From an optimization exercise on the open Yosys and OpenROAD flow, aimed at small area, a short achievable clock period and few clock cycles per item; shortcuts taken in it are not production practice.
Only simulation tests tie the RTL to the original design; equivalence was not proved.
No activity file was given, so power comes from the tool's default toggle rates.

$ cat flow/config.mk
export PLATFORM = sky130hd
export DESIGN_NAME = mipsExecUnit
export DESIGN_NICKNAME = mipsExecUnit
export VERILOG_FILES = /design/flow/design.v
export SDC_FILE = /design/flow/constraint.sdc
export NUM_CORES = 4
export LEC_CHECK = 0
export CAP_MARGIN = 20
export CORE_MARGIN = 2
export CORE_UTILIZATION = 40
export CTS_BUF_LIST = sky130_fd_sc_hd__clkbuf_8
export CTS_CLUSTER_DIAMETER = 100
export CTS_CLUSTER_SIZE = 30
export GPL_TIMING_DRIVEN = 1
export SETUP_SLACK_MARGIN = 2.2
export SLEW_MARGIN = 20
$ cat flow/constraint.sdc
create_clock -name core_clock -period 5.0 [get_ports {clk}]
set_input_delay 1.0000 -clock core_clock [delete_from_list [all_inputs] [get_ports {clk}]]
set_output_delay 1.0000 -clock core_clock [all_outputs]
set_load 0.01 [all_outputs]
$ cat flow/design.v
package mipsPkg;
    localparam int dataWidth    = 32;
    localparam int regAddrWidth = 5;
    localparam int opWidth      = 6;
    localparam int functWidth   = 6;
    localparam int immWidth     = 16;
    localparam int aluOpWidth   = 4;
    localparam logic [opWidth-1:0] opRtype  = 6'b000000;
    localparam logic [opWidth-1:0] opRegimm = 6'b000001;
    localparam logic [opWidth-1:0] opBeq    = 6'b000100;
    localparam logic [opWidth-1:0] opBne    = 6'b000101;
    localparam logic [opWidth-1:0] opBlez   = 6'b000110;
    localparam logic [opWidth-1:0] opBgtz   = 6'b000111;
    localparam logic [opWidth-1:0] opAddi   = 6'b001000;
    localparam logic [opWidth-1:0] opAddiu  = 6'b001001;
    localparam logic [opWidth-1:0] opSlti   = 6'b001010;
    localparam logic [opWidth-1:0] opSltiu  = 6'b001011;
    localparam logic [opWidth-1:0] opAndi   = 6'b001100;
    localparam logic [opWidth-1:0] opOri    = 6'b001101;
    localparam logic [opWidth-1:0] opXori   = 6'b001110;
    localparam logic [opWidth-1:0] opLui    = 6'b001111;
    localparam logic [functWidth-1:0] functSll  = 6'b000000;
    localparam logic [functWidth-1:0] functSrl  = 6'b000010;
    localparam logic [functWidth-1:0] functSra  = 6'b000011;
    localparam logic [functWidth-1:0] functSllv = 6'b000100;
    localparam logic [functWidth-1:0] functSrlv = 6'b000110;
    localparam logic [functWidth-1:0] functSrav = 6'b000111;
    localparam logic [functWidth-1:0] functAdd  = 6'b100000;
    localparam logic [functWidth-1:0] functAddu = 6'b100001;
    localparam logic [functWidth-1:0] functSub  = 6'b100010;
    localparam logic [functWidth-1:0] functSubu = 6'b100011;
    localparam logic [functWidth-1:0] functAnd  = 6'b100100;
    localparam logic [functWidth-1:0] functOr   = 6'b100101;
    localparam logic [functWidth-1:0] functXor  = 6'b100110;
    localparam logic [functWidth-1:0] functNor  = 6'b100111;
    localparam logic [functWidth-1:0] functSlt  = 6'b101010;
    localparam logic [functWidth-1:0] functSltu = 6'b101011;
    localparam logic [aluOpWidth-1:0] aluZero = 4'd0;    
    localparam logic [aluOpWidth-1:0] aluAdd  = 4'd1;
    localparam logic [aluOpWidth-1:0] aluSub  = 4'd2;
    localparam logic [aluOpWidth-1:0] aluSlt  = 4'd3;
    localparam logic [aluOpWidth-1:0] aluSltu = 4'd4;
    localparam logic [aluOpWidth-1:0] aluAnd  = 4'd5;
    localparam logic [aluOpWidth-1:0] aluOr   = 4'd6;
    localparam logic [aluOpWidth-1:0] aluXor  = 4'd7;
    localparam logic [aluOpWidth-1:0] aluNor  = 4'd8;
    localparam logic [aluOpWidth-1:0] aluSll  = 4'd9;
    localparam logic [aluOpWidth-1:0] aluSrl  = 4'd10;
    localparam logic [aluOpWidth-1:0] aluSra  = 4'd11;
endpackage
`timescale 1ns/1ps
module instrDecode (
    input  logic                             clk,
    input  logic                             rstN,
    input  logic                             inValid,
    output logic                             inReady,
    input  logic [31:0]                      instr,
    input  logic [31:0]                      rsValue,
    input  logic [31:0]                      rtValue,
    output logic                             downValid,
    input  logic                             downReady,
    output logic [mipsPkg::aluOpWidth-1:0]   downAluOp,
    output logic [31:0]                      downPropagate,
    output logic [31:0]                      downGenerate,
    output logic [4:0]                       downShiftAmt,
    output logic [4:0]                       downDest,
    output logic                             downBranchTaken,
    output logic                             downIllegal
);
    logic [5:0]  op;
    logic [5:0]  fn;
    logic [4:0]  rtF;
    logic        isR;
    logic        isRegimm;
    logic [mipsPkg::aluOpWidth-1:0] aluOp;
    logic        branch;
    logic        illegal;
    logic        isLui;
    logic        useImm;
    logic        sub;
    logic [31:0] imm;
    logic [31:0] operandA;
    logic [31:0] operandB;
    logic [31:0] rtOrdered;
    logic        passB;
    logic [4:0]  shiftAmt;
    logic [4:0]  dest;
    logic        rsZero;
    logic        rsNeg;
    logic        eq;
    logic        taken;
    assign op  = instr[31:26];
    assign fn  = instr[5:0];
    assign rtF = instr[20:16];
    assign isR      = (op == mipsPkg::opRtype);
    assign isRegimm = (op == mipsPkg::opRegimm);
    always_comb begin
        aluOp   = mipsPkg::aluZero;
        branch  = 1'b0;
        illegal = 1'b0;
        if (isR) begin
            case (fn)
                mipsPkg::functAdd, mipsPkg::functAddu: aluOp = mipsPkg::aluAdd;
                mipsPkg::functSub, mipsPkg::functSubu: aluOp = mipsPkg::aluSub;
                mipsPkg::functAnd:  aluOp = mipsPkg::aluAnd;
                mipsPkg::functOr:   aluOp = mipsPkg::aluOr;
                mipsPkg::functXor:  aluOp = mipsPkg::aluXor;
                mipsPkg::functNor:  aluOp = mipsPkg::aluNor;
                mipsPkg::functSlt:  aluOp = mipsPkg::aluSlt;
                mipsPkg::functSltu: aluOp = mipsPkg::aluSltu;
                mipsPkg::functSll, mipsPkg::functSllv: aluOp = mipsPkg::aluSll;
                mipsPkg::functSrl, mipsPkg::functSrlv: aluOp = mipsPkg::aluSrl;
                mipsPkg::functSra, mipsPkg::functSrav: aluOp = mipsPkg::aluSra;
                default:            illegal = 1'b1;
            endcase
        end else begin
            case (op)
                mipsPkg::opAddi, mipsPkg::opAddiu: aluOp = mipsPkg::aluAdd;
                mipsPkg::opSlti:  aluOp = mipsPkg::aluSlt;
                mipsPkg::opSltiu: aluOp = mipsPkg::aluSltu;
                mipsPkg::opAndi:  aluOp = mipsPkg::aluAnd;
                mipsPkg::opOri:   aluOp = mipsPkg::aluOr;
                mipsPkg::opXori:  aluOp = mipsPkg::aluXor;
                mipsPkg::opLui:   aluOp = mipsPkg::aluSrl;
                mipsPkg::opBeq, mipsPkg::opBne,
                mipsPkg::opBlez, mipsPkg::opBgtz: branch = 1'b1;
                mipsPkg::opRegimm: begin
                    if (rtF[4:1] == 4'd0) begin
                        branch = 1'b1;
                    end else begin
                        illegal = 1'b1;
                    end
                end
                default: illegal = 1'b1;
            endcase
        end
    end
    assign dest = (illegal || branch) ? 5'd0 : (isR ? instr[15:11] : rtF);
    assign isLui  = (op == mipsPkg::opLui);
    assign useImm = op[3];
    assign sub    = op[3] ? (op[1] && !op[2]) : (fn[5] && fn[1] && !fn[2]);
    assign imm    = isLui ? {instr[15:0], 16'd0}
                          : {{16{instr[15] && !op[2]}}, instr[15:0]};
    always_comb begin
        for (int i = 0; i < 32; i++) begin
            rtOrdered[i] = (!fn[5] && !fn[1]) ? rtValue[31-i] : rtValue[i];
        end
    end
    assign operandB = (useImm ? imm : rtOrdered) ^ {32{sub}};
    assign passB    = op[3] ? (op[2:0] == 3'b111) : !fn[5];
    assign operandA = rsValue & {32{!passB}};
    assign shiftAmt = isLui ? 5'd0 : (fn[2] ? rsValue[4:0] : instr[10:6]);
    assign rsZero = (rsValue == 32'd0);
    assign rsNeg  = rsValue[31];
    assign eq     = (rsValue == rtValue);
    always_comb begin
        taken = 1'b0;
        if (isRegimm) begin
            taken = rtF[0] ? !rsNeg : rsNeg;
        end else begin
            case (op[1:0])
                2'b00: taken = eq;
                2'b01: taken = !eq;
                2'b10: taken = rsNeg || rsZero;
                2'b11: taken = !rsNeg && !rsZero;
            endcase
        end
        taken = taken && branch;
    end
    assign inReady = !downValid || downReady;
    always_ff @(posedge clk or negedge rstN) begin
        if (!rstN) begin
            downValid <= 1'b0;
        end else if (inReady) begin
            downValid <= inValid;
        end
    end
    always_ff @(posedge clk) begin
        if (inValid && inReady) begin
            downAluOp       <= aluOp;
            downPropagate   <= operandA ^ operandB;
            downGenerate    <= operandA & operandB;
            downShiftAmt    <= shiftAmt;
            downDest        <= dest;
            downBranchTaken <= taken;
            downIllegal     <= illegal;
        end
    end
endmodule
`timescale 1ns/1ps
module aluExecute (
    input  logic [mipsPkg::aluOpWidth-1:0] aluOp,
    input  logic [31:0]                    propagate,
    input  logic [31:0]                    generate_,
    input  logic [4:0]                     shiftAmt,
    output logic [31:0]                    data
);
    logic        selSum, selSlt, selSltu, selAnd, selOr, selXor, selNor;
    logic        selSll, selSrl, selSra;
    logic        cin;
    logic [31:0] p;
    logic [31:0] g;
    logic [31:0] pp;
    logic [31:0] gg;
    logic [31:0] carry;
    logic [31:0] sum;
    logic        cout;
    logic        lessThan;
    logic [31:0] orv;
    logic [31:0] early;
    logic [31:0] shIn;
    logic [31:0] shOut;
    logic        fill;
    assign selSum  = (aluOp == mipsPkg::aluAdd) || (aluOp == mipsPkg::aluSub);
    assign selSlt  = (aluOp == mipsPkg::aluSlt);
    assign selSltu = (aluOp == mipsPkg::aluSltu);
    assign selAnd  = (aluOp == mipsPkg::aluAnd);
    assign selOr   = (aluOp == mipsPkg::aluOr);
    assign selXor  = (aluOp == mipsPkg::aluXor);
    assign selNor  = (aluOp == mipsPkg::aluNor);
    assign selSll  = (aluOp == mipsPkg::aluSll);
    assign selSrl  = (aluOp == mipsPkg::aluSrl);
    assign selSra  = (aluOp == mipsPkg::aluSra);
    assign cin     = (aluOp == mipsPkg::aluSub) || selSlt || selSltu;
    assign p = propagate;
    assign g = generate_;
    always_comb begin
        gg = g;
        pp = p;
        for (int l = 0; l < 5; l++) begin
            for (int j = 0; j < 32; j++) begin
                if (j[l]) begin
                    gg[j] = gg[j] | (pp[j] & gg[((j >> l) << l) - 1]);
                    pp[j] = pp[j] & pp[((j >> l) << l) - 1];
                end
            end
        end
    end
    assign carry = {gg[30:0] | (pp[30:0] & {31{cin}}), cin};
    assign sum   = p ^ carry;
    assign cout  = gg[31] | (pp[31] & cin);
    assign lessThan = selSltu ? !cout : (p[31] ? sum[31] : g[31]);
    assign shIn  = p;
    assign fill  = selSra & p[31];
    always_comb begin
        logic [31:0] x;
        x = shIn;
        for (int l = 0; l < 5; l++) begin
            for (int i = 0; i < 32; i++) begin
                if (shiftAmt[l]) begin
                    x[i] = (i + (1 << l) < 32) ? x[i + (1 << l)] : fill;
                end
            end
        end
        shOut = x;
    end
    assign orv = p | g;
    always_comb begin
        for (int i = 0; i < 32; i++) begin
            early[i] = (selSum & p[i])
                     | (selAnd & g[i])
                     | (selOr  & orv[i])
                     | (selXor & p[i])
                     | (selNor & !orv[i])
                     | ((selSrl | selSra) & shOut[i])
                     | (selSll & shOut[31-i]);
        end
        data    = early ^ (carry & {32{selSum}});
        data[0] = data[0] | ((selSlt | selSltu) & lessThan);
    end
endmodule
`timescale 1ns/1ps
module resultStage (
    input  logic        clk,
    input  logic        rstN,
    input  logic        upValid,
    output logic        upReady,
    input  logic [31:0] upData,
    input  logic [4:0]  upDest,
    input  logic        upBranchTaken,
    input  logic        upIllegal,
    output logic        outValid,
    input  logic        outReady,
    output logic [31:0] outData,
    output logic [4:0]  outDest,
    output logic        outWriteEn,
    output logic        outBranchTaken,
    output logic        outIllegal
);
    logic load;
    assign upReady = !outValid || outReady;
    assign load    = upValid && upReady;
    always_ff @(posedge clk or negedge rstN) begin
        if (!rstN) begin
            outValid <= 1'b0;
        end else if (upReady) begin
            outValid <= upValid;
        end
    end
    always_ff @(posedge clk) begin
        if (load) begin
            outData        <= upData;
            outDest        <= upDest;
            outBranchTaken <= upBranchTaken;
            outIllegal     <= upIllegal;
        end
    end
    assign outWriteEn = (outDest != 5'd0);
endmodule
`timescale 1ns/1ps
module mipsExecUnit (
    input  logic                                clk,
    input  logic                                rstN,
    input  logic                                inValid,
    output logic                                inReady,
    input  logic [mipsPkg::dataWidth-1:0]       instr,
    input  logic [mipsPkg::dataWidth-1:0]       rsValue,
    input  logic [mipsPkg::dataWidth-1:0]       rtValue,
    output logic                                outValid,
    input  logic                                outReady,
    output logic [mipsPkg::dataWidth-1:0]       outData,
    output logic [mipsPkg::regAddrWidth-1:0]    outDest,
    output logic                                outWriteEn,
    output logic                                outBranchTaken,
    output logic                                outIllegal
);
    logic                               decValid;
    logic                               decReady;
    logic [mipsPkg::aluOpWidth-1:0]     decAluOp;
    logic [31:0]                        decPropagate;
    logic [31:0]                        decGenerate;
    logic [4:0]                         decShiftAmt;
    logic [4:0]                         decDest;
    logic                               decBranchTaken;
    logic                               decIllegal;
    logic [31:0]                        exeData;
    instrDecode uDecode (
        .clk             (clk),
        .rstN            (rstN),
        .inValid         (inValid),
        .inReady         (inReady),
        .instr           (instr),
        .rsValue         (rsValue),
        .rtValue         (rtValue),
        .downValid       (decValid),
        .downReady       (decReady),
        .downAluOp       (decAluOp),
        .downPropagate   (decPropagate),
        .downGenerate    (decGenerate),
        .downShiftAmt    (decShiftAmt),
        .downDest        (decDest),
        .downBranchTaken (decBranchTaken),
        .downIllegal     (decIllegal)
    );
    aluExecute uExecute (
        .aluOp    (decAluOp),
        .propagate(decPropagate),
        .generate_(decGenerate),
        .shiftAmt (decShiftAmt),
        .data     (exeData)
    );
    resultStage uResult (
        .clk            (clk),
        .rstN           (rstN),
        .upValid        (decValid),
        .upReady        (decReady),
        .upData         (exeData),
        .upDest         (decDest),
        .upBranchTaken  (decBranchTaken),
        .upIllegal      (decIllegal),
        .outValid       (outValid),
        .outReady       (outReady),
        .outData        (outData),
        .outDest        (outDest),
        .outWriteEn     (outWriteEn),
        .outBranchTaken (outBranchTaken),
        .outIllegal     (outIllegal)
    );
endmodule
$ cat flow/flow/run.sh
#!/bin/bash
# Layout flow: the standard ORFS flow with two changes.
#  - Synthesis is the standard one except for the ABC script that maps the
#    combinational logic (flow/abc.script, &nf mapping), which also may not
#    use the 4-input mux cells.
#    Registers are mapped before ABC runs, so they are the standard ones.
#  - Port buffers are buf_2 cells instead of the delay cell buffer_ports picks.
#  - Clock tree synthesis adds no dummy loads to the clock tree.
set -euo pipefail
here=$(pwd)
flowdir=$(cd "$(dirname "${BASH_SOURCE[0]}")" && pwd)

# Cells ABC may not map to: the 4-input muxes are slow in the shifter
abc_extra_dont_use="sky130_fd_sc_hd__mux4_1 sky130_fd_sc_hd__mux4_2 sky130_fd_sc_hd__mux4_4"

# synth.tcl with the ABC script swapped
sed "s#  log_cmd abc {\*}\$abc_args#  set abc_args [lreplace \$abc_args 0 1 -script $flowdir/abc.script]\n  foreach c {$abc_extra_dont_use} { lappend abc_args -dont_use \$c }\n  log_cmd abc {*}\$abc_args#" \
    "$FLOW_HOME/scripts/synth.tcl" > "$here/synth_custom_abc.tcl"
grep -q "abc.script" "$here/synth_custom_abc.tcl"
sed "s#source \$::env(SCRIPTS_DIR)/synth.tcl#source $here/synth_custom_abc.tcl#" \
    "$here/synth_recipe.tcl" > "$here/synth_recipe_custom.tcl"
grep -q "synth_custom_abc.tcl" "$here/synth_recipe_custom.tcl"
sed "s#SYNTH_SCRIPT=[^ ]*synth_recipe.tcl#SYNTH_SCRIPT=$here/synth_recipe_custom.tcl#" \
    "$here/standard.sh" > "$here/standard_custom.sh"
grep -q "synth_recipe_custom.tcl" "$here/standard_custom.sh"

bash "$here/standard_custom.sh" \
    BUFFER_PORTS_ARGS="-buffer_cell sky130_fd_sc_hd__buf_1" \
    CTS_ARGS="-sink_clustering_enable -repair_clock_nets -buf_list sky130_fd_sc_hd__clkbuf_8 -dont_use_dummy_load" \
    finish > "$here/flow_make.log" 2>&1
$ cat flow/flow/abc.script

&get -n
&st
&dch
&nf -D 3000
&put
topo
buffer -p
upsize -D 3000
dnsize -D 3000
$ cat flow/standard.sh
#!/bin/bash
# synth_recipe.tcl (not shown) runs the flow's synth.tcl, then flattens the netlist and writes it again
# the make line also repeats each setting of config.mk as NAME=value (left out here)
make -C /OpenROAD-flow-scripts/flow DESIGN_CONFIG=/design/flow/config.mk WORK_HOME=/design/flow/orfs CLKGATE_MAP_FILE= SYNTH_SCRIPT=/design/flow/synth_recipe.tcl "${@:-finish}"
==> results of run 1 <==
-- kinds of logic (layout without fill, tap and decap cells) --
family / count (synthesis) / in the layout / share of synthesized area [%]
AND/OR/NAND/NOR: 352 / 352 / 16.3
AO/OA/AOI/OAI: 375 / 375 / 23.4
flip-flops: 121 / 121 / 36.2
adder cells (fa/ha/maj): 36 / 36 / 4.50
buffers and inverters: 108 / 244 / 4.05
XOR/XNOR: 81 / 81 / 7.09
multiplexers: 82 / 82 / 8.40
-- layout make-up --
class	count	area share, %
Inverter	32	1.14
Timing Repair Buffer	193	8.42
Sequential cell	121	31.4
Clock buffer	17	2.03
Tap cell	324	3.51
Multi-Input combinational cell	926	53.5
Timing Repair inverter	2	0.0866
-- Yosys cell counts, drive strengths merged (3+ instances only) --
cell,instances,area share [%]
a221oi,22,1.9
mux2,15,1.7
o221ai,5,0.44
edfxtp,119,36
ha,36,4.5
nand3b,3,0.23
o22ai,12,0.75
a31oi,22,1.4
nor2,114,4.3
nand3,20,1.0
a211oi,11,0.83
a21oi,128,6.4
and2,6,0.38
a22oi,8,0.60
o211ai,17,1.3
a21o,10,0.75
xor2,40,3.5
mux2i,67,6.7
nand4,12,0.75
o31ai,3,0.23
nor4,9,0.56
nor3,20,1.0
o21ai,84,4.2
nand2,106,4.0
o2bb2ai,4,0.35
a2111oi,5,0.44
xnor2,41,3.6
or3,4,0.25
clkbuf,68,2.6
o21a,10,0.75
a211o,7,0.61
nor2b,26,1.6
or2,8,0.50
a221o,11,1.1
buf,8,0.30
inv,32,1.2
nand2b,13,0.81
-- flip-flops by register name, indices dropped and copies added (netlist names), 4 cells and up --
signal                 count
uDecode.downDest           5
uDecode.downAluOp          4
uDecode.downShiftAmt       5
uDecode.downGenerate      32
uResult.outData           32
uResult.outDest            5
uDecode.downPropagate     32
-- report_power, final --
part           total (mW)  switching, mW  internal (mW)
Combinational        1.10          0.684          0.418
Sequential           1.39          0.111           1.28
Clock               0.653          0.355          0.298
Total                3.15           1.15           2.00
-- final timing paths --
kind | cells past startpoint | to | from | slack [ns]
max reg2reg | 9 | uResult.outData[0] | uDecode.downShiftAmt[0] | 2.27
min | 1 | uDecode.downValid | rstN | 0.33
max | 9 | uResult.outData[0] | uDecode.downShiftAmt[0] | 2.27
min reg2reg | 0 | uResult.outDest[2] | uDecode.downDest[2] | 0.43
min in group core_clock | 0 | uResult.outDest[2] | uDecode.downDest[2] | 0.43
max in group asynchronous | 1 | uResult.outValid | rstN | 4.55
-- routing by layer --
metal | vias up | track usage, %
li1 | 4572 | -
met1 | 4569 | 37.5
met2 | 551 | 38.2
met3 | 83 | 4.67
met4 | 2 | 9.49
met5 | - | 0
-- what timing repair did --
item	CTS	global route
pin swaps	1	5
gates cloned	1	1
gates resized for setup	19	42
setup buffers	23	15
hold buffers	0	0
hold endpoints to repair	0	0
setup endpoints to repair	87	79
-- placed cells by master (no fill, tap or decap), types with 12 or more instances in the layout --
master / netlist / routed
nor2b_1: 26 / 25
a221oi_1: 22 / 20
nor2_1: 114 / 111
o211ai_1: 17 / 17
xnor2_1: 41 / 40
o21ai_0: 84 / 80
a31oi_1: 22 / 21
nand2_1: 106 / 105
xor2_1: 40 / 40
nand3_1: 20 / 19
nor3_1: 20 / 19
mux2i_1: 67 / 67
ha_1: 36 / 36
nand2b_1: 13 / 12
buf_4: 0 / 54
a21oi_1: 128 / 124
nand4_1: 12 / 12
buf_1: 8 / 130
edfxtp_1: 119 / 119
mux2_2: 15 / 15
clkbuf_8: 0 / 17
inv_1: 31 / 28
-- worst max-delay path: cells and delay by family, from the launching register on --
kind	cells	cell delay [ns]
muxes	4	0.96
xor gates and xnor gates	1	0.21
AOI/OAI and AO/OA	3	0.68
buffers and inverters	1	0.25
DFF	1	0.37
==> summary.txt, run 1 <==
Status
  – Status: complete, no violations

STA
  – Tmin final: 2.73 ns
  – Hold WS: 0.328 ns
  – RSZ-0062 raised after global routing: false
  – Layout Skew: 0.0247 ns
  – TNS Setup: 0 ns
  – Slew HR: 28.2%
  – Period utilisation layout: 54.6%
  – Setup Viol. Count Final: 0
  – Fmax: 366 MHz
  – Slew @ Worst Pin: 1.07 ns
  – Post-route setup slack: 2.27 ns
  – Max-slew violation count: 0
  – Fin. Hold Viols: 0

Routing
  – Post-DRT Antenna Nets: 0
  – Metal3 WL: 3040 um
  – DR pass1 iterations: 6
  – Routed met2 length: 14,900 um
  – Via count: 9,777
  – DRT Wirelength: 34,800 um
  – DRC violations left: 0
  – Drt wl/cell: 21.5 um
  – Initial DRC Count: 1,113
  – Met1 wire length: 15,600 um
  – Uppermost layer routed: met5
  – Routed vias/inst: 6.05

Synth
  – Number of synthesis warnings: 3
  – Ys async rst share: 1.65%
  – #FFs+latches synth: 121
  – Mapped Area: 0.0100 mm2
  – Syn Area/Cell: 8.66 um2
  – Post-synth EDFFs: 119
  – Syn_nets: 1,291
  – Cells after Synth: 1,155
  – Unique masters post-synth: 59
  – Seq/Total Area, Yosys: 36.2%
  – Ys flop type: edfxtp_1

Layout
  – Finished Cell Area: 0.0116 mm2
  – NumNets Final: 1,429
  – Final design utilization: 47.2%
  – Layout Cells excl Fill: 1,615
  – Fillers: 2,473
  – Ant. Diodes: 0
  – Area of the multi-input gates: 0.00618 mm2
  – Layout area overhead: 15.5%
  – Reg area: 0.00362 mm2
  – Share of cells above drive strength 1: 11.1%

GRT
  – GRT Overall Usage: 25.8%
  – Pin count of the biggest net entering global routing: 81
  – Final global-route overflow total: 0
  – Initial antenna violation count: 1
  – Number of global-route vias before repair: 8,848
  – First-pass GRT wire length: 51,800 um

Worst setup path
  – Worst-path cell chain: buf_12 > mux2_2 > mux2i_1 > mux2i_1 > mux2i_1 > a21oi_1 > a211oi_1 > xor2_1 > o311ai_2
  – Max stage delay on crit path: 0.38 ns
  – CP max stage cell: mux2_2
  – Startpoint Class: flop
  – Worst EP arrival: 2.91 ns
  – Crit end category: flop
  – CP most frequent cell: mux2i_1
  – WS Path Type: reg -> reg
  – Max FO, Critical Path: 34
  – CP required: 5.18 ns

Placed design
  – Buffers on Ports: 136
  – Final Wtd Congestion: 0.969
  – Dpl ws: 1.57 ns
  – Placed Area: 0.0108 mm2
  – HPWL after DPL: 26,200 um
  – Placed cells: 1,558

Clock tree
  – H-tree depth: 4
  – Clock Path Buffers: 2
  – Clk pin slew, worst setup/hold paths: 0.07 ns
  – CTS tree: done
  – Worst-Skew Late Latency: 0.46 ns
  – Root buffer cell: clkbuf_8
  – TritonCTS buffer count: 17
  – CTS sink count: 121

Floorplanning
  – Die Width: 162 um
  – Die Y-Extent: 162 um
  – Core area: 0.0245 mm2
  – Initial core utilization: 40.9%
  – Die area: 0.0263 mm2
  – Site Rows: 57
  – IO Pins: 142

Hold path
  – Tightest Hold Check Type: in -> async

Power
  – Tot Pwr: 3.15 mW
  – Static Leak: 4.26 nW
  – Pwr dens: 272 mW/mm2
  – Max VDD drop: 119 uV

Job
  – Max Cap Viol: 0
Testbench counts, summed over its fixed seeds: cycles 24,016, items 24,000.
==> inputs of run 2 (changes only) <==
--- a/flow/flow/run.sh
+++ b/flow/flow/run.sh
@@ -1,8 +1,7 @@
 #!/bin/bash
-# Layout flow: the standard ORFS flow with two changes.
+# Layout flow: the standard ORFS flow with these changes.
 #  - Synthesis is the standard one except for the ABC script that maps the
-#    combinational logic (flow/abc.script, &nf mapping), which also may not
-#    use the 4-input mux cells.
+#    combinational logic (flow/abc.script, &nf mapping).
 #    Registers are mapped before ABC runs, so they are the standard ones.
-#  - Port buffers are buf_2 cells instead of the delay cell buffer_ports picks.
+#  - Port buffers are buf_1 cells instead of the delay cell buffer_ports picks.
 #  - Clock tree synthesis adds no dummy loads to the clock tree.
@@ -12,7 +11,4 @@
 
-# Cells ABC may not map to: the 4-input muxes are slow in the shifter
-abc_extra_dont_use="sky130_fd_sc_hd__mux4_1 sky130_fd_sc_hd__mux4_2 sky130_fd_sc_hd__mux4_4"
-
 # synth.tcl with the ABC script swapped
-sed "s#  log_cmd abc {\*}\$abc_args#  set abc_args [lreplace \$abc_args 0 1 -script $flowdir/abc.script]\n  foreach c {$abc_extra_dont_use} { lappend abc_args -dont_use \$c }\n  log_cmd abc {*}\$abc_args#" \
+sed "s#  log_cmd abc {\*}\$abc_args#  set abc_args [lreplace \$abc_args 0 1 -script $flowdir/abc.script]\n  log_cmd abc {*}\$abc_args#" \
     "$FLOW_HOME/scripts/synth.tcl" > "$here/synth_custom_abc.tcl"
--- a/flow/config.mk
+++ b/flow/config.mk
@@ -9,6 +9,3 @@
 export CORE_MARGIN = 2
-export CORE_UTILIZATION = 40
-export CTS_BUF_LIST = sky130_fd_sc_hd__clkbuf_8
-export CTS_CLUSTER_DIAMETER = 100
-export CTS_CLUSTER_SIZE = 30
+export CORE_UTILIZATION = 50
 export GPL_TIMING_DRIVEN = 1
==> run 2 against run 1 <==
Combinational power about the same. Sequential power is essentially flat. Maximum frequency fell by 2.9%. First-iteration DRC count grew 9.6%. Hold slack better by 0.013 ns.
==> summary.txt, run 2 <==
Status
  – Status: complete, no violations

Layout
  – Reg area: 0.00362 mm2 (unchanged)
  – Share of cells above drive strength 1: 14.4% (+3.3 points)
  – Layout area overhead: 16.2%
  – NumNets Final: 1,402 (-1.9%)
  – Ant. Diodes: 0 (unchanged)
  – Commonest non-fill, non-tap cell in the layout: a21oi_1
  – Final design utilization: 59.4% (+12 points)
  – Area of the multi-input gates: 0.00612 mm2 (-0.93%)
  – Most frequent cells in the layout: 130 x a21oi_1, 126 x buf_1, 119 x edfxtp_1, 104 x nand2_1, 95 x nor2_1
  – Fillers: 1,780 (-28%)
  – Largest registers: uDecode.downGenerate: 32 flops, uDecode.downPropagate: 32 flops, uResult.outData: 32 flops

Clock tree
  – CTS Hold Bufs: 0 (unchanged)
  – Clk pin slew, worst setup/hold paths: 0.06 ns (about the same)
  – CTS sink count: 121 (unchanged)
  – CTS tree: done
  – H-tree depth: 4 (unchanged)
  – TritonCTS buffer count: 17 (unchanged)
  – Worst-Skew Late Latency: 0.44 ns (-0.02 ns)
  – Root buffer cell: clkbuf_8
  – Clock Path Buffers: 2 (unchanged)

GRT
  – First-pass GRT wire length: 51,400 um (-0.87%)
  – Initial antenna violation count: 0 (-1)
  – GRT Overall Usage: 31.7% (+5.9 points)
  – Number of global-route vias before repair: 8,674 (-2.0%)
  – Final global-route overflow total: 0 (unchanged)
  – Pin count of the biggest net entering global routing: 81 (unchanged)

STA
  – RSZ-0062 raised after global routing: true
  – Setup Viol. Count Final: 0 (unchanged)
  – Post-route setup slack: 2.19 ns (-0.0820 ns)
  – TNS Setup: 0 ns (unchanged)
  – Tmin final: 2.81 ns (+0.0820 ns)
  – Slew HR: 32.0% (+3.8 points)
  – Max-slew violation count: 0 (unchanged)
  – Period utilisation layout: 56.3% (+1.6 points)
  – Slew @ Worst Pin: 1.02 ns (-0.0529 ns)
  – Fmax: 355 MHz (-2.9%)
  – Fin. Hold Viols: 0 (unchanged)
  – Layout Skew: 0.0208 ns (-0.00386 ns)

Power
  – Comb power frac: 35.5% (+0.5 points)
  – Switch share: 35.5% (-1.0 points)
  – Static Leak: 4.19 nW (-1.6%)
  – Net Sw Power: 1.13 mW (-1.9%)
  – Clock power frac: 20.0% (-0.7 points)
  – Int Power: 2.05 mW (+2.6%)
  – Max VDD drop: 169 uV (+42%)
  – Sequential power share: 44.6% (+0.3 points)
  – Pwr dens: 274 mW/mm2 (+0.51%)

Floorplanning
  – IO Pins: 142 (unchanged)
  – Die Y-Extent: 145 um (-10%)
  – Site Rows: 51 (-11%)
  – Die area: 0.0211 mm2 (-20%)
  – Core area: 0.0195 mm2 (-20%)
  – Initial core utilization: 51.1% (+10 points)
  – Die Width: 145 um (-10%)

Synth
  – Cells after Synth: 1,113 (-3.6%)
  – #FFs+latches synth: 121 (unchanged)
  – Seq/Total Area, Yosys: 36.3% (+0.068 points)
  – Top cell type's share of synthesized area: 35.8% (+0.067 points)
  – Unique masters post-synth: 56 (-5.1%)
  – Number of synthesis warnings: 3 (unchanged)
  – Syn Area/Cell: 8.97 um2 (+3.6%)
  – Cell accounting for the most synthesized area: edfxtp_1
  – Ys async rst share: 1.65% (unchanged)
  – Post-synth EDFFs: 119 (unchanged)
  – Ys flop type: edfxtp_1
  – Syn_nets: 1,249 (-3.3%)
  – Mapped Area: 0.00998 mm2 (-0.19%)
  – Top cells by count, synth: 131 x a21oi_1, 119 x edfxtp_1, 104 x nand2_1, 99 x nor2_1, 92 x o21ai_0
  – Synth area leaders: edfxtp_1 36%, a21oi_1 6.6%, mux4_2 6.1%, o21ai_0 4.6%, ha_1 4.5%
  – Most common cell in the synthesized netlist: a21oi_1

Hold path
  – Tightest Hold Check Type: in -> async

Routing
  – DRC violations left: 0 (unchanged)
  – DR pass1 iterations: 6 (unchanged)
  – Routed vias/inst: 6.34 (+4.7%)
  – DRT Wirelength: 34,500 um (-0.92%)
  – Via count: 9,692 (-0.87%)
  – Drt wl/cell: 22.5 um (+4.7%)
  – Post-DRT Antenna Nets: 0 (unchanged)
  – Initial DRC Count: 1,220 (+9.6%)

Worst setup path
  – Crit end category: flop
  – Worst EP arrival: 2.97 ns (+0.06 ns)
  – Worst path buffer plus inverter count: 2 (+1)
  – CP required: 5.16 ns (-0.02 ns)
  – CP most frequent cell: mux2i_2
  – Startpoint Class: flop
  – Max FO, Critical Path: 2 (-94%)
  – Reg2Reg Setup Slack: 2.19 ns (-0.08 ns)
  – Worst-path cell chain: buf_4 > buf_6 > mux4_2 > mux2_2 > mux2i_2 > mux2i_2 > a21oi_1 > o21ai_0 > xnor2_1 > o311ai_0
  – Max stage delay on crit path: 0.54 ns (+0.16 ns)
  – WS Path Type: reg -> reg
  – Delay-heaviest family, CP: multiplexers
  – CP max stage cell: mux4_2

Placed design
  – HPWL after DPL: 25,300 um (-3.6%)
  – Final Wtd Congestion: 0.969 (about the same)
  – Dpl ws: 1.29 ns (-0.281 ns)
  – Buffers on Ports: 136 (unchanged)

Job
  – Max Cap Viol: 0 (unchanged)
-- run 2: final timing paths --
kind | startpoint | endpoint | depth (start not counted)
worst max-delay path | uDecode.downShiftAmt[1] | uResult.outData[0] | 10
worst min-delay path | rstN | uResult.outValid | 1
worst max register to register | uDecode.downShiftAmt[1] | uResult.outData[0] | 10
worst min register to register | uDecode.downDest[1] | uResult.outDest[1] | 0
max in group asynchronous | rstN | uDecode.downValid | 1
min in group core_clock | uDecode.downDest[1] | uResult.outDest[1] | 0
-- run 2: final cells by class --
cell class | instances | share of cell area [%]
inverters | 32 | 1.07
clock buffers | 17 | 2.02
well taps | 265 | 2.86
multi-input cells | 880 | 52.7
flip-flops and latches | 121 | 31.2
repair buffers | 214 | 10.1
-- run 2: cell families (layout without fill, tap and decap cells) --
family	Yosys count	after routing	synth area share, %
adder cells (fa/ha/maj)	36	36	4.51
AO/OA/AOI/OAI	382	382	23.7
multiplexers	59	59	9.36
flip-flops	121	121	36.3
buffers and inverters	112	263	4.21
XOR/XNOR	78	78	6.84
AND/OR/NAND/NOR	325	325	15.1
-- run 2: power by group through the flow --
| stage | registers [mW] | logic (mW) | clock network (mW) |
|---|---|---|---|
| finish | 1.42 | 1.13 | 0.635 |
| global route | 1.42 | 1.22 | 0.691 |
| CTS | 1.42 | 0.998 | 0.649 |
| global placement | 1.45 | 0.948 | 0 |
| floorplan | 1.39 | 0.666 | 0 |
| detailed placement | 1.45 | 0.958 | 0 |
-- run 2: repair_timing --
| item | CTS | global route |
|---|---|---|
| pin swaps | 1 | 1 |
| buffers inserted | 14 | 44 |
| gates cloned | 0 | 1 |
| gates resized for setup | 27 | 44 |
| setup endpoints to repair | 68 | 66 |
-- run 2: through the flow --
step / hold WS, ns / instances / cell area [um2] / power, mW
after detailed placement: 0.407 / 1453 / 10700 / 2.41
after global placement: 0.402 / 1453 / 10700 / 2.39
after floorplan: 0.400 / 1113 / 9990 / 2.06
after global routing: 0.331 / 1529 / 11600 / 3.33
final: 0.340 / 1529 / 11600 / 3.18
after CTS: 0.322 / 1484 / 11100 / 3.07
-- run 2: layer usage --
metal | vias to the layer above | global-route usage [%] | routed length, um
li1 | 4501 | - | -
met3 | 105 | 5.35 | 3380
met2 | 663 | 46.7 | 14700
met1 | 4423 | 46.2 | 14700
met4 | 0 | 13.1 | 1670
met5 | - | 0 | 0
==> inputs of run 3 (changes only) <==
--- a/flow/config.mk
+++ b/flow/config.mk
@@ -9,3 +9,3 @@
 export CORE_MARGIN = 2
-export CORE_UTILIZATION = 50
+export CORE_UTILIZATION = 40
 export GPL_TIMING_DRIVEN = 1
@@ -13 +13,2 @@
 export SLEW_MARGIN = 20
+export TNS_END_PERCENT = 0
==> run 3 against run 2 <==
Still clean on timing, DRC and antenna. Synthesized area unchanged. Power decreased by 1.1%. Global-route usage decreased by 5.1 points. Largest cell class unchanged.
==> summary.txt, run 3 <==
Power
  – Switch share: 36.4% (+0.94 points)
  – Max VDD drop: 136 uV (-19%)
  – Net Sw Power: 1.15 mW (+1.5%)
  – Int Power: 2.00 mW (-2.5%)
  – Pwr dens: 277 mW/mm2 (+1.3%)
  – Comb power frac: 33.4% (-2.1 points)
  – Static Leak: 3.97 nW (-5.3%)
  – Clock power frac: 21.1% (+1.1 points)
  – Sequential power share: 45.5% (+0.9 points)
  – Tot Pwr: 3.14 mW (-1.1%)

Routing
  – Initial DRC Count: 1,062 (-13%)
  – DRC violations left: 0 (unchanged)
  – Via count: 9,609 (-0.86%)
  – Routed vias/inst: 6.21 (-2.1%)
  – DR pass1 iterations: 5 (-1)
  – Drt wl/cell: 22.6 um (+0.16%)
  – Post-DRT Antenna Nets: 0 (unchanged)
  – DRT Wirelength: 34,900 um (+1.4%)

Clock tree
  – Worst-Skew Late Latency: 0.47 ns (+0.03 ns)
  – CTS tree: done
  – Clock Path Buffers: 2 (unchanged)
  – Clk pin slew, worst setup/hold paths: 0.09 ns (+0.03 ns)
  – TritonCTS buffer count: 17 (unchanged)
  – CTS Hold Bufs: 0 (unchanged)
  – H-tree depth: 4 (unchanged)
  – CTS sink count: 121 (unchanged)
  – Root buffer cell: clkbuf_8

Floorplanning
  – IO Pins: 142 (unchanged)
  – Site Rows: 57 (+12%)
  – Die Y-Extent: 162 um (+11%)
  – Die area: 0.0262 mm2 (+24%)
  – Die Width: 162 um (+11%)
  – Core area: 0.0244 mm2 (+25%)
  – Initial core utilization: 40.9% (-10 points)

Layout
  – Final design utilization: 46.4% (-13 points)
  – Share of cells above drive strength 1: 10.6% (-3.8 points)
  – Largest registers: uDecode.downGenerate: 32 flops, uDecode.downPropagate: 32 flops, uResult.outData: 32 flops
  – Most frequent cells in the layout: 133 x buf_1, 128 x a21oi_1, 119 x edfxtp_1, 103 x nand2_1, 94 x nor2_1
  – NumNets Final: 1,362 (-2.9%)
  – Commonest non-fill, non-tap cell in the layout: buf_1
  – Ant. Diodes: 0 (unchanged)
  – Fillers: 2,436 (+37%)
  – Layout area overhead: 13.5%

STA
  – TNS Setup: 0 ns (unchanged)
  – Slew HR: 30.4% (-1.5 points)
  – Period utilisation layout: 58.0% (+1.7 points)
  – Fin. Hold Viols: 0 (unchanged)
  – Layout Skew: 0.0356 ns (+0.0148 ns)
  – Tmin final: 2.90 ns (+0.0868 ns)
  – RSZ-0062 raised after global routing: true
  – Max-slew violation count: 0 (unchanged)
  – Setup Viol. Count Final: 0 (unchanged)
  – Slew @ Worst Pin: 1.04 ns (+0.0232 ns)
  – Fmax: 345 MHz (-3.0%)

GRT
  – Initial antenna violation count: 0 (unchanged)
  – Number of global-route vias before repair: 8,887 (+2.5%)
  – Final global-route overflow total: 0 (unchanged)
  – First-pass GRT wire length: 52,600 um (+2.5%)
  – GRT Overall Usage: 26.6% (-5.1 points)
  – Pin count of the biggest net entering global routing: 81 (unchanged)

Synth
  – #FFs+latches synth: 121 (unchanged)
  – Post-synth EDFFs: 119 (unchanged)
  – Top cell type's share of synthesized area: 35.8% (unchanged)
  – Cell accounting for the most synthesized area: edfxtp_1
  – Syn_nets: 1,249 (unchanged)
  – Number of synthesis warnings: 3 (unchanged)
  – Unique masters post-synth: 56 (unchanged)
  – Top cells by count, synth: 131 x a21oi_1, 119 x edfxtp_1, 104 x nand2_1, 99 x nor2_1, 92 x o21ai_0
  – Ys flop type: edfxtp_1
  – Seq/Total Area, Yosys: 36.3% (unchanged)
  – Mapped Area: 0.00998 mm2 (unchanged)
  – Synth area leaders: edfxtp_1 36%, a21oi_1 6.6%, mux4_2 6.1%, o21ai_0 4.6%, ha_1 4.5%
  – Cells after Synth: 1,113 (unchanged)
  – Ys async rst share: 1.65% (unchanged)
  – Syn Area/Cell: 8.97 um2 (unchanged)
  – Most common cell in the synthesized netlist: a21oi_1

Status
  – Status: complete, no violations

Worst setup path
  – Worst path buffer plus inverter count: 0 (-2)
  – CP max stage cell: edfxtp_1
  – Startpoint Class: flop
  – Crit end category: flop
  – WS Path Type: reg -> reg
  – Worst-path cell chain: and4b_1 > a211oi_1 > o31ai_1 > o21ai_0 > o21ai_0 > a221o_1 > a21oi_1 > xor2_1
  – Delay-heaviest family, CP: compound AO/OA/AOI/OAI gates
  – Worst EP arrival: 3.16 ns (+0.19 ns)
  – Max stage delay on crit path: 0.48 ns (-0.06 ns)
  – CP most frequent cell: o21ai_0
  – Max FO, Critical Path: 6 (+4)
  – CP required: 5.26 ns (+0.10 ns)

Job
  – Max Cap Viol: 0 (unchanged)

Placed design
  – Final Wtd Congestion: 0.936 (-3.4%)
  – Buffers on Ports: 136 (unchanged)
  – HPWL after DPL: 26,200 um (+3.6%)

Hold path
  – Tightest Hold Check Type: in -> async
## run 3: timing repair
item	in CTS	in global routing
hold endpoints to repair	0	0
gates resized for setup	19	31
endpoints found under the setup margin	77	96
gates cloned	0	1
pin swaps	2	2
setup buffers	13	6
## run 3: cells by family (layout without fill, tap and decap cells)
family	count (synthesis)	in the layout	synth area share, %
compound gates	382	382	23.7
xor+xnor	78	78	6.84
fa+ha+maj	36	36	4.51
buf+inv	112	223	4.21
flops	121	121	36.3
mux	59	59	9.36
simple gates	325	325	15.1
## run 3: worst paths after layout
path	start	end	slack (ns)	depth (start not counted)
max in group asynchronous	rstN	uResult.outValid	4.59	1
worst max register to register	uDecode.downAluOp[2]	uResult.outData[25]	2.10	8
worst min-delay path	rstN	uDecode.downValid	0.29	1
worst min register to register	uDecode.downDest[4]	uResult.outDest[4]	0.43	0
min in group core_clock	uDecode.downDest[4]	uResult.outDest[4]	0.43	0
worst max-delay path	uDecode.downAluOp[2]	uResult.outData[25]	2.10	8
## run 3: routing by layer
layer / vias to the layer above / wire length, um / global-route usage, %
met5: - / 0 / 0
met4: 0 / 1280 / 10.2
met3: 72 / 3390 / 5.92
met2: 567 / 14900 / 39.4
met1: 4552 / 15400 / 37.9
li1: 4418 / - / -
## run 3: area by class of cell
type | instances | area [um2] | area share [%]
Timing Repair Buffer | 173 | 832 | 7.34
Multi-Input combinational cell | 880 | 6100 | 53.9
Timing Repair inverter | 1 | 5.00 | 0.0442
Inverter | 32 | 124 | 1.09
Tap cell | 324 | 405 | 3.58
Clock buffer | 17 | 234 | 2.07
Sequential cell | 121 | 3620 | 32.0
## run 3: power groups by stage
stage | clock (mW) | combinational (mW) | sequential [mW]
finish | 0.664 | 1.05 | 1.43
global route | 0.712 | 1.14 | 1.44
CTS | 0.668 | 1.00 | 1.42
detailed placement | 0 | 0.962 | 1.45
global placement | 0 | 0.954 | 1.45
floorplan | 0 | 0.665 | 1.39
## run 3: through the flow
stage / instances / hold WS, ns / cell area [um2] / worst slack (ns)
after floorplan: 1113 / 0.400 / 9980 / 1.99
after global placement: 1510 / 0.402 / 10700 / 1.15
after detailed placement: 1510 / 0.407 / 10700 / 1.12
after CTS: 1540 / 0.289 / 11200 / 2.10
after global routing: 1548 / 0.281 / 11300 / 2.06
final: 1548 / 0.291 / 11300 / 2.10
## run 3: worst reg2reg max path, delay by kind of cell, from the launching register on
family,cells,cell delay [ns]
AO/OA/AOI/OAI,6,1.48
AND/OR/NAND/NOR,1,0.48
XOR/XNOR,1,0.27
flip-flops,1,0.48
==> inputs of run 4 (changes only) <==
--- a/flow/config.mk
+++ b/flow/config.mk
@@ -13,2 +13,2 @@
 export SLEW_MARGIN = 20
-export TNS_END_PERCENT = 0
+export TNS_END_PERCENT = 20
==> run 4 against run 3 <==
Global-route usage is 0.092 points higher. Sequential power about the same. Clock power barely moved. Power is 1.4% higher. Wire length grew 0.94%. Flip-flop and latch count unchanged. Critical path depth unchanged. Cell count rose by 0.78%. Critical path type is now in -> reg.
==> summary.txt, run 4 <==
Routing
  – Drt wl/cell: 22.6 um (+0.17%)
  – DR pass1 iterations: 8 (+3)
  – Routed vias/inst: 6.23 (+0.32%)
  – Post-DRT Antenna Nets: 0 (unchanged)
  – DRT Wirelength: 35,300 um (+0.94%)
  – Via count: 9,714 (+1.1%)
  – DRC violations left: 0 (unchanged)
  – Initial DRC Count: 1,156 (+8.9%)

Synth
  – Most common cell in the synthesized netlist: a21oi_1
  – Ys async rst share: 1.65% (unchanged)
  – Syn Area/Cell: 8.97 um2 (unchanged)
  – Cell accounting for the most synthesized area: edfxtp_1
  – Top cell type's share of synthesized area: 35.8% (unchanged)
  – Unique masters post-synth: 56 (unchanged)
  – Synth area leaders: edfxtp_1 36%, a21oi_1 6.6%, mux4_2 6.1%, o21ai_0 4.6%, ha_1 4.5%
  – Ys flop type: edfxtp_1
  – Syn_nets: 1,249 (unchanged)
  – Seq/Total Area, Yosys: 36.3% (unchanged)
  – Post-synth EDFFs: 119 (unchanged)
  – #FFs+latches synth: 121 (unchanged)
  – Cells after Synth: 1,113 (unchanged)
  – Top cells by count, synth: 131 x a21oi_1, 119 x edfxtp_1, 104 x nand2_1, 99 x nor2_1, 92 x o21ai_0
  – Number of synthesis warnings: 3 (unchanged)
  – Mapped Area: 0.00998 mm2 (unchanged)

Power
  – Static Leak: 4.05 nW (+2.1%)
  – Tot Pwr: 3.19 mW (+1.4%)
  – Pwr dens: 276 mW/mm2 (-0.37%)
  – Max VDD drop: 136 uV (-0.39%)

Layout
  – Layout area overhead: 15.5%
  – NumNets Final: 1,374 (+0.88%)
  – Largest registers: uDecode.downGenerate: 32 flops, uDecode.downPropagate: 32 flops, uResult.outData: 32 flops
  – Area of the multi-input gates: 0.00619 mm2 (+1.3%)
  – Ant. Diodes: 0 (unchanged)
  – Reg area: 0.00362 mm2 (unchanged)
  – Fillers: 2,419 (-0.70%)
  – Share of cells above drive strength 1: 12.3% (+1.7 points)
  – Commonest non-fill, non-tap cell in the layout: buf_1
  – Final design utilization: 47.3% (+0.81 points)
  – Most frequent cells in the layout: 133 x buf_1, 126 x a21oi_1, 119 x edfxtp_1, 104 x nand2_1, 93 x nor2_1
  – Finished Cell Area: 0.0115 mm2 (+1.7%)

Clock tree
  – Root buffer cell: clkbuf_8
  – Clock Path Buffers: 2 (unchanged)
  – Clk pin slew, worst setup/hold paths: 0.09 ns (about the same)
  – CTS sink count: 121 (unchanged)
  – CTS tree: done
  – H-tree depth: 4 (unchanged)
  – TritonCTS buffer count: 17 (unchanged)
  – Worst-Skew Late Latency: 0.47 ns (about the same)

Placed design
  – Final Wtd Congestion: 0.936 (unchanged)
  – HPWL after DPL: 26,200 um (unchanged)
  – Buffers on Ports: 136 (unchanged)
  – Placed Area: 0.0107 mm2 (unchanged)

Worst setup path
  – Worst-path cell chain: buf_1 > xor2_1 > a2111oi_1 > nand3_1 > or4_1 > o211ai_1 > o221ai_1 > o311a_1
  – Startpoint Class: input port
  – Max FO, Critical Path: 3 (-3)
  – Max stage delay on crit path: 0.61 ns (+0.13 ns)
  – Reg2Reg Launch Point: uDecode.downShiftAmt[1]
  – CP startpoint: rsValue[1]
  – CP required: 5.23 ns (-0.03 ns)
  – CP max stage cell: or4_1
  – Worst EP arrival: 3.09 ns (-0.07 ns)
  – WS Path Type: in -> reg
  – Crit end category: flop

Job
  – Max Cap Viol: 0 (unchanged)

Floorplanning
  – Initial core utilization: 40.9% (unchanged)
  – Core area: 0.0244 mm2 (unchanged)
  – Die area: 0.0262 mm2 (unchanged)
  – Site Rows: 57 (unchanged)
  – Die Width: 162 um (unchanged)
  – IO Pins: 142 (unchanged)
  – Die Y-Extent: 162 um (unchanged)

STA
  – RSZ-0062 raised after global routing: true
  – Fmax: 349 MHz (+1.2%)
  – Slew @ Worst Pin: 1.07 ns (+0.0234 ns)
  – Max-slew violation count: 0 (unchanged)
  – Slew HR: 28.8% (-1.6 points)
  – Fin. Hold Viols: 0 (unchanged)
  – Period utilisation layout: 57.3% (-0.71 points)
  – TNS Setup: 0 ns (unchanged)
  – Setup Viol. Count Final: 0 (unchanged)
  – Tmin final: 2.87 ns (-0.0354 ns)
  – Layout Skew: 0.0350 ns (-0.000558 ns)

Status
  – Status: complete, no violations

GRT
  – First-pass GRT wire length: 52,900 um (+0.44%)
  – Final global-route overflow total: 0 (unchanged)
  – Number of global-route vias before repair: 8,943 (+0.63%)
  – GRT Overall Usage: 26.7% (+0.092 points)
  – Pin count of the biggest net entering global routing: 81 (unchanged)
  – Initial antenna violation count: 0 (unchanged)

Hold path
  – Tightest Hold Check Type: in -> async
[run 4: changes by cell type in the layout (fill, tap and decap cells not counted), sizes merged]
cell	previous run	this run
clkbuf	19	18
buf	171	184
[run 4: cell type report]
cell class | instances | area share, %
multi-input combinational | 880 | 53.7
tap | 324 | 3.52
timing repair buffer | 185 | 8.21
inverter | 32 | 1.07
sequential | 121 | 31.4
clock buffer | 17 | 2.03
timing repair inverter | 1 | 0.0651
[run 4: cells by family (layout without fill, tap and decap cells)]
kind of cell / after synthesis / count (layout) / synth area share, %
AOI/OAI and AO/OA: 382 / 382 / 23.7
and+or+nand+nor: 325 / 325 / 15.1
DFF: 121 / 121 / 36.3
buffers and inverters: 112 / 235 / 4.21
xor gates and xnor gates: 78 / 78 / 6.84
muxes: 59 / 59 / 9.36
adders and majority gates: 36 / 36 / 4.51
[run 4: worst max-delay path: cells and delay by family]
kind | cells | cell delay [ns]
xor+xnor | 1 | 0.18
buf+inv | 1 | 0.14
compound gates | 4 | 1.01
simple gates | 2 | 0.74
[run 4: layer usage]
metal | up-vias | wire length, um | track usage (%)
met1 | 4561 | 15300 | 38.1
met5 | - | 0 | 0
met4 | 0 | 1380 | 10.7
li1 | 4445 | - | -
met2 | 625 | 15100 | 39.4
met3 | 83 | 3430 | 5.72
[run 4: where the power goes]
group          switching (mW)  internal [mW]  leakage (nW)
registers               0.149           1.28          1.19
clock network           0.363          0.298         0.122
logic                   0.649          0.446          2.74
total                    1.16           2.03          4.05
[run 4: path summary, 6_finish.rpt]
check | slack (ns) | to | cells after the start
setup / recovery | 2.13 | uDecode.downBranchTaken | 8
hold / removal | 0.29 | uDecode.downValid | 1
setup reg to reg | 2.18 | uResult.outData[24] | 9
hold reg to reg | 0.43 | uResult.outDest[4] | 0
max in group asynchronous | 4.58 | uResult.outValid | 1
min in group core_clock | 0.43 | uResult.outDest[4] | 0
[run 4: stage by stage]
stage,hold WS [ns],setup slack (ns),std cells
after CTS,0.289,2.12,1546
after global placement,0.402,1.15,1510
final,0.294,2.13,1560
after detailed placement,0.407,1.12,1510
after floorplan,0.400,1.99,1113
after global routing,0.282,2.09,1560
[run 4: timing repair]
action | in CTS | in global routing
hold buffers | 0 | 0
gates cloned | 1 | 0
resized for setup | 35 | 47
setup endpoints to repair | 77 | 72
pin swaps | 5 | 7
setup buffers | 18 | 13
==> inputs of run 5 (changes only) <==
--- a/flow/config.mk
+++ b/flow/config.mk
@@ -13,2 +13 @@
 export SLEW_MARGIN = 20
-export TNS_END_PERCENT = 20
==> run 5 against run 4 <==
Clock power decreased by 2%. Critical path depth unchanged. Final area about the same. Combinational power about the same. Register-to-register slack improved by 0.07 ns. Maximum frequency increased by 4.4%. Power decreased by 0.70%. Cell count increased by 0.51%. First-iteration DRC count increased by 4.9%. Count of clock-buffer cells in the layout unchanged. Hold slack improved by 0.029 ns. Critical endpoint is now uResult.outData[5]. Highest routed layer unchanged.
==> summary.txt, run 5 <==
Status
  – Status: complete, no violations

Worst setup path
  – CP startpoint: uDecode.downAluOp[0]
  – CP required: 5.16 ns (-0.07 ns)
  – Reg2Reg Setup Slack: 2.25 ns (+0.07 ns)
  – Reg2Reg Depth: 8 (-1)
  – Crit end category: flop
  – Worst EP arrival: 2.90 ns (-0.19 ns)
  – WS Path Type: reg -> reg
  – Reg2Reg Launch Point: uDecode.downAluOp[0]
  – CP endpoint: uResult.outData[5]
  – Startpoint Class: flop
  – Max FO, Critical Path: 9 (+6)
  – Worst R2R End: uResult.outData[5]

Layout
  – Commonest non-fill, non-tap cell in the layout: buf_1
  – Ant. Diodes: 0 (unchanged)
  – Fillers: 2,470 (+2.1%)
  – Largest registers: uDecode.downGenerate: 32 flops, uDecode.downPropagate: 32 flops, uResult.outData: 32 flops
  – Share of cells above drive strength 1: 12.7% (+0.40 points)
  – Most frequent cells in the layout: 131 x buf_1, 129 x a21oi_1, 119 x edfxtp_1, 104 x nand2_1, 95 x nor2_1
  – Area of the multi-input gates: 0.00615 mm2 (-0.55%)
  – Layout area overhead: 15.5% (about the same)
  – Reg area: 0.00362 mm2 (unchanged)
  – NumNets Final: 1,382 (+0.58%)

Synth
  – Top cells by count, synth: 131 x a21oi_1, 119 x edfxtp_1, 104 x nand2_1, 99 x nor2_1, 92 x o21ai_0
  – Post-synth EDFFs: 119 (unchanged)
  – Syn Area/Cell: 8.97 um2 (unchanged)
  – Ys async rst share: 1.65% (unchanged)
  – Number of synthesis warnings: 3 (unchanged)
  – Top cell type's share of synthesized area: 35.8% (unchanged)
  – Syn_nets: 1,249 (unchanged)
  – Mapped Area: 0.00998 mm2 (unchanged)
  – Most common cell in the synthesized netlist: a21oi_1
  – Seq/Total Area, Yosys: 36.3% (unchanged)
  – Ys flop type: edfxtp_1
  – Cell accounting for the most synthesized area: edfxtp_1
  – Unique masters post-synth: 56 (unchanged)
  – #FFs+latches synth: 121 (unchanged)
  – Synth area leaders: edfxtp_1 36%, a21oi_1 6.6%, mux4_2 6.1%, o21ai_0 4.6%, ha_1 4.5%
  – Cells after Synth: 1,113 (unchanged)

Power
  – Pwr dens: 274 mW/mm2 (-0.69%)
  – Static Leak: 4.06 nW (+0.40%)
  – Tot Pwr: 3.16 mW (-0.70%)
  – Max VDD drop: 176 uV (+30%)

Clock tree
  – TritonCTS buffer count: 17 (unchanged)
  – CTS tree: done
  – Worst-Skew Late Latency: 0.44 ns (-0.03 ns)
  – Clk pin slew, worst setup/hold paths: 0.08 ns (about the same)
  – Root buffer cell: clkbuf_8
  – Clock Path Buffers: 2 (unchanged)
  – CTS sink count: 121 (unchanged)
  – H-tree depth: 4 (unchanged)
  – CTS Hold Bufs: 0 (unchanged)

STA
  – Slew @ Worst Pin: 1.05 ns (-0.0199 ns)
  – Tmin final: 2.75 ns (-0.120 ns)
  – Period utilisation layout: 54.9% (-2.4 points)
  – Layout Skew: 0.0269 ns (-0.00810 ns)
  – Fmax: 364 MHz (+4.4%)
  – RSZ-0062 raised after global routing: true
  – Slew HR: 30.1% (+1.3 points)
  – Fin. Hold Viols: 0 (unchanged)
  – Max-slew violation count: 0 (unchanged)
  – TNS Setup: 0 ns (unchanged)
  – Setup Viol. Count Final: 0 (unchanged)

GRT
  – First-pass GRT wire length: 52,300 um (-1.1%)
  – Initial antenna violation count: 0 (unchanged)
  – Pin count of the biggest net entering global routing: 81 (unchanged)
  – Number of global-route vias before repair: 8,838 (-1.2%)
  – GRT Overall Usage: 26.2% (-0.42 points)
  – Final global-route overflow total: 0 (unchanged)

Routing
  – DRT Wirelength: 34,800 um (-1.4%)
  – DR pass1 iterations: 6 (-2)
  – Drt wl/cell: 22.2 um (-1.9%)
  – Post-DRT Antenna Nets: 0 (unchanged)
  – Routed vias/inst: 6.19 (-0.63%)
  – Initial DRC Count: 1,213 (+4.9%)
  – Via count: 9,702 (-0.12%)
  – DRC violations left: 0 (unchanged)

Hold path
  – Tightest Hold Check Type: in -> async

Placed design
  – Buffers on Ports: 136 (unchanged)
  – Final Wtd Congestion: 0.956 (+2.2%)
  – HPWL after DPL: 26,200 um (about the same)

Floorplanning
  – Site Rows: 57 (unchanged)
  – Die Width: 162 um (unchanged)
  – IO Pins: 142 (unchanged)
  – Initial core utilization: 40.9% (unchanged)
  – Core area: 0.0244 mm2 (unchanged)
  – Die area: 0.0262 mm2 (unchanged)
  – Die Y-Extent: 162 um (unchanged)

Job
  – Max Cap Viol: 0 (unchanged)
[run 5: cell counts after synthesis]
Identical to the previous run, type by type.
[run 5: worst max-delay path: stages, from the launching register on]
cell      delay (ns)
edfxtp_1        0.52
xnor2_2         0.26
o22ai_1         0.23
nor2_2          0.61
nand2_1         0.13
a22oi_1         0.32
o21ai_0         0.14
a21oi_1         0.18
xor2_1          0.09
[run 5: worst min-delay path by stage]
stage / startpoint / endpoint / slack [ns] / cells past startpoint
final: rstN / uDecode.downValid / 0.32 / 1
after global routing: rstN / uResult.outValid / 0.30 / 1
after CTS: rstN / uDecode.downValid / 0.30 / 1
after detailed placement: uDecode.downDest[4] / uResult.outDest[4] / 0.41 / 0
after global placement: uDecode.downIllegal / uResult.outIllegal / 0.40 / 0
after floorplan: uDecode.downBranchTaken / uResult.outBranchTaken / 0.40 / 0
[run 5: logic make-up (layout without fill, tap and decap cells)]
logic type	Yosys count	in the layout	synth area share [%]
simple gates	325	325	15.1
xor+xnor	78	78	6.84
compound gates	382	382	23.7
fa+ha+maj	36	36	4.51
buf+inv	112	243	4.21
mux	59	59	9.36
flops	121	121	36.3
[run 5: repair_timing]
action / CTS / global route
gates cloned: 1 / 0
endpoints found under the hold margin: 0 / 0
gates resized for setup: 16 / 49
endpoints found under the setup margin: 47 / 69
buffers inserted: 7 / 31
pin swaps: 0 / 1
[run 5: stage by stage]
step                hold WS, ns  util [%]  setup slack (ns)  cells  area, um2
floorplan                 0.400         -              2.14   1113       9990
global placement          0.400      44.1              1.43   1512      10800
detailed placement        0.405      44.1              1.39   1512      10800
CTS                       0.305      45.5              2.04   1537      11100
global route              0.304      47.3              2.13   1568      11500
finish                    0.324      47.3              2.25   1568      11500
[run 5: layout make-up]
cell class              instances  area share, %
multi-input cells             880           53.4
flip-flops and latches        121           31.4
repair buffers                193           8.49
well taps                     324           3.52
clock buffers                  17           2.03
inverters                      32           1.07
repair inverters                1         0.0651
[run 5: where the power goes]
part / internal [mW] / total [mW] / switching, mW
registers: 1.28 / 1.42 / 0.139
clock network: 0.299 / 0.646 / 0.348
logic: 0.444 / 1.10 / 0.652
[run 5: layer usage]
metal,vias up,GRT usage (%),part of all wire [%]
met5,-,0,0
met4,0,9.21,3.4
met3,78,5.44,11
met2,633,39.1,43
met1,4533,37.9,43
li1,4458,-,-
==> inputs of run 6 (changes only) <==
--- a/flow/config.mk
+++ b/flow/config.mk
@@ -11,3 +11,3 @@
 export GPL_TIMING_DRIVEN = 1
-export SETUP_SLACK_MARGIN = 2.2
+export SETUP_SLACK_MARGIN = 2.3
 export SLEW_MARGIN = 20
==> run 6 against run 5 <==
Core utilization is 2.3 points higher. Flip-flop and latch count unchanged. Maximum frequency up 1.6%. Combinational power rose by 11%. Register-to-register slack better by 0.04 ns. Clock skew shrank 0.0031 ns. Via count up 2.6%. Global-route usage grew 0.29 points. Synthesized cell count stayed put. Synthesized area is the same.
==> summary.txt, run 6 <==
Floorplanning
  – IO Pins: 142 (unchanged)
  – Initial core utilization: 40.9% (unchanged)
  – Die area: 0.0262 mm2 (unchanged)
  – Site Rows: 57 (unchanged)
  – Core area: 0.0244 mm2 (unchanged)
  – Die Y-Extent: 162 um (unchanged)
  – Die Width: 162 um (unchanged)

Synth
  – #FFs+latches synth: 121 (unchanged)
  – Top cells by count, synth: 131 x a21oi_1, 119 x edfxtp_1, 104 x nand2_1, 99 x nor2_1, 92 x o21ai_0
  – Ys flop type: edfxtp_1
  – Synth area leaders: edfxtp_1 36%, a21oi_1 6.6%, mux4_2 6.1%, o21ai_0 4.6%, ha_1 4.5%
  – Top cell type's share of synthesized area: 35.8% (unchanged)
  – Cell accounting for the most synthesized area: edfxtp_1
  – Ys async rst share: 1.65% (unchanged)
  – Syn_nets: 1,249 (unchanged)
  – Mapped Area: 0.00998 mm2 (unchanged)
  – Syn Area/Cell: 8.97 um2 (unchanged)
  – Cells after Synth: 1,113 (unchanged)
  – Post-synth EDFFs: 119 (unchanged)
  – Most common cell in the synthesized netlist: a21oi_1
  – Seq/Total Area, Yosys: 36.3% (unchanged)
  – Unique masters post-synth: 56 (unchanged)
  – Number of synthesis warnings: 3 (unchanged)

Power
  – Pwr dens: 271 mW/mm2 (-1.3%)
  – Max VDD drop: 150 uV (-15%)
  – Clock power frac: 19.8% (-0.6 points)
  – Int Power: 2.09 mW (+3.3%)
  – Comb power frac: 37.3% (+2.6 points)
  – Net Sw Power: 1.18 mW (+3.6%)
  – Tot Pwr: 3.27 mW (+3.4%)
  – Sequential power share: 42.9% (-2.0 points)
  – Static Leak: 4.36 nW (+7.4%)
  – Switch share: 36.1% (+0.053 points)

GRT
  – First-pass GRT wire length: 52,700 um (+0.90%)
  – Initial antenna violation count: 0 (unchanged)
  – Pin count of the biggest net entering global routing: 61 (-25%)
  – Met1 Usage GRT: 38.4% (+0.48 points)
  – GRT Overall Usage: 26.5% (+0.29 points)
  – Met3 Usage GRT: 4.75% (-0.69 points)
  – GRT Max-Usage Layer: met2
  – Final global-route overflow total: 0 (unchanged)
  – Met2 Usage GRT: 39.4% (+0.35 points)
  – Number of global-route vias before repair: 8,866 (+0.32%)

Worst setup path
  – Startpoint Class: flop
  – Crit end category: flop
  – WS Path Type: reg -> reg
  – CP required: 5.26 ns (+0.10 ns)
  – Max FO, Critical Path: 10 (+1)
  – Worst EP arrival: 2.96 ns (+0.06 ns)

STA
  – Slew HR: 33.9% (+3.9 points)
  – Setup Viol. Count Final: 0 (unchanged)
  – Slew @ Worst Pin: 0.991 ns (-0.0566 ns)
  – Tmin final: 2.70 ns (-0.0435 ns)
  – Post-route setup slack: 2.30 ns (+0.0435 ns)
  – Fin. Hold Viols: 0 (unchanged)
  – Layout Skew: 0.0238 ns (-0.00315 ns)
  – Fmax: 370 MHz (+1.6%)
  – Max-slew violation count: 0 (unchanged)
  – RSZ-0062 raised after global routing: true
  – Period utilisation layout: 54.0% (-0.87 points)
  – TNS Setup: 0 ns (unchanged)

Routing
  – Initial DRC Count: 1,210 (-0.25%)
  – Routed vias/inst: 6.19 (about the same)
  – Via count: 9,952 (+2.6%)
  – DR pass1 iterations: 6 (unchanged)
  – Drt wl/cell: 22.5 um (+1.2%)
  – DRC violations left: 0 (unchanged)
  – DRT Wirelength: 36,100 um (+3.9%)
  – Post-DRT Antenna Nets: 0 (unchanged)

Clock tree
  – CTS tree: done
  – Worst-Skew Late Latency: 0.46 ns (+0.02 ns)
  – CTS Hold Bufs: 0 (unchanged)
  – CTS sink count: 121 (unchanged)
  – Root buffer cell: clkbuf_8
  – Clk pin slew, worst setup/hold paths: 0.08 ns (about the same)
  – TritonCTS buffer count: 17 (unchanged)
  – H-tree depth: 4 (unchanged)
  – Clock Path Buffers: 2 (unchanged)

Layout
  – Ant. Diodes: 0 (unchanged)
  – Largest registers: uDecode.downGenerate: 32 flops, uDecode.downPropagate: 32 flops, uResult.outData: 32 flops
  – NumNets Final: 1,423 (+3.0%)
  – Layout area overhead: 21.0%
  – Commonest non-fill, non-tap cell in the layout: a21oi_1
  – Share of cells above drive strength 1: 18.2% (+5.5 points)
  – Most frequent cells in the layout: 124 x a21oi_1, 119 x edfxtp_1, 117 x buf_1, 100 x nand2_1, 95 x nor2_1

Hold path
  – Tightest Hold Check Type: in -> async

Placed design
  – Dpl ws: 1.50 ns (+0.109 ns)
  – HPWL after DPL: 26,200 um (+0.22%)
  – Final Wtd Congestion: 0.941 (-1.6%)
  – Buffers on Ports: 136 (unchanged)

Status
  – Status: complete, no violations

Job
  – Max Cap Viol: 0 (unchanged)
[run 6: cell counts after synthesis]
Identical to the previous run, type by type.
[run 6: critical path, stage by stage (launching register included)]
cell,delay [ns]
edfxtp_1,0.59
mux4_2,0.57
mux2_4,0.30
mux2i_4,0.19
o21ai_1,0.15
a221oi_1,0.26
o21ai_0,0.16
xnor2_1,0.29
[run 6: kinds of logic after synthesis]
kind of cell    count (synthesis)  share of synthesized area, %
compound gates                382                          23.7
simple gates                  325                          15.1
flops                         121                          36.3
buf+inv                       112                          4.21
xor+xnor                       78                          6.84
mux                            59                          9.36
fa+ha+maj                      36                          4.51
[run 6: power groups by stage]
stage                     combinational, mW  clock, mW  sequential (mW)
after CTS                              1.03      0.660             1.42
after floorplan                       0.670          0             1.39
final                                  1.22      0.648             1.40
after detailed placement              0.960          0             1.46
after global placement                0.952          0             1.45
after global routing                   1.32      0.697             1.41
[run 6: routing by layer]
layer	vias to the layer above	share of wire [%]	routed length (um)
met2	656	42	15300
met1	4655	44	15800
met5	-	0	0
li1	4538	-	-
met3	103	9.4	3390
met4	0	4.6	1670
[run 6: stage by stage]
| step | util (%) | hold WS (ns) | cell area [um2] | std cells |
|---|---|---|---|---|
| 2_1_floorplan | - | 0.400 | 10000 | 1113 |
| 3_3_place_gp | 44.2 | 0.404 | 10800 | 1512 |
| 3_5_place_dp | 44.2 | 0.407 | 10800 | 1512 |
| 4_1_cts | 46.5 | 0.291 | 11300 | 1556 |
| 5_1_grt | 49.5 | 0.297 | 12100 | 1609 |
| 6_report | 49.5 | 0.309 | 12100 | 1609 |
[run 6: final cells by class]
class                   count  area [um2]
fillers                  2394       12300
well taps                 324         405
repair buffers            234        1360
multi-input cells         880        6320
clock buffers              17         234
inverters                  32         128
flip-flops and latches    121        3620
repair inverters            1        5.00
[run 6: final timing paths]
| path | depth (start not counted) | start | slack, ns | to |
|---|---|---|---|---|
| min in group core_clock | 0 | uDecode.downDest[0] | 0.43 | uResult.outDest[0] |
| worst min-delay path | 1 | rstN | 0.31 | uDecode.downValid |
| worst max register to register | 7 | uDecode.downPropagate[25] | 2.30 | uResult.outData[16] |
| worst min register to register | 0 | uDecode.downDest[0] | 0.43 | uResult.outDest[0] |
| worst max-delay path | 7 | uDecode.downPropagate[25] | 2.30 | uResult.outData[16] |
| max in group asynchronous | 1 | rstN | 4.57 | uResult.outValid |
[run 6: timing repair]
action / 4_1_cts / 5_1_grt
endpoints found under the setup margin: 73 / 78
pin swaps: 3 / 22
resized for setup: 37 / 87
buffers inserted: 26 / 51
cloned: 1 / 2

Check on run 6: ideal ports give 2.298 ns setup slack; a clkbuf_16 on the clock port and buf_2 on the inputs give 2.298 ns; moving port delays by the midpoint clock arrival (0.489 ns) as well gives 1.895 ns.
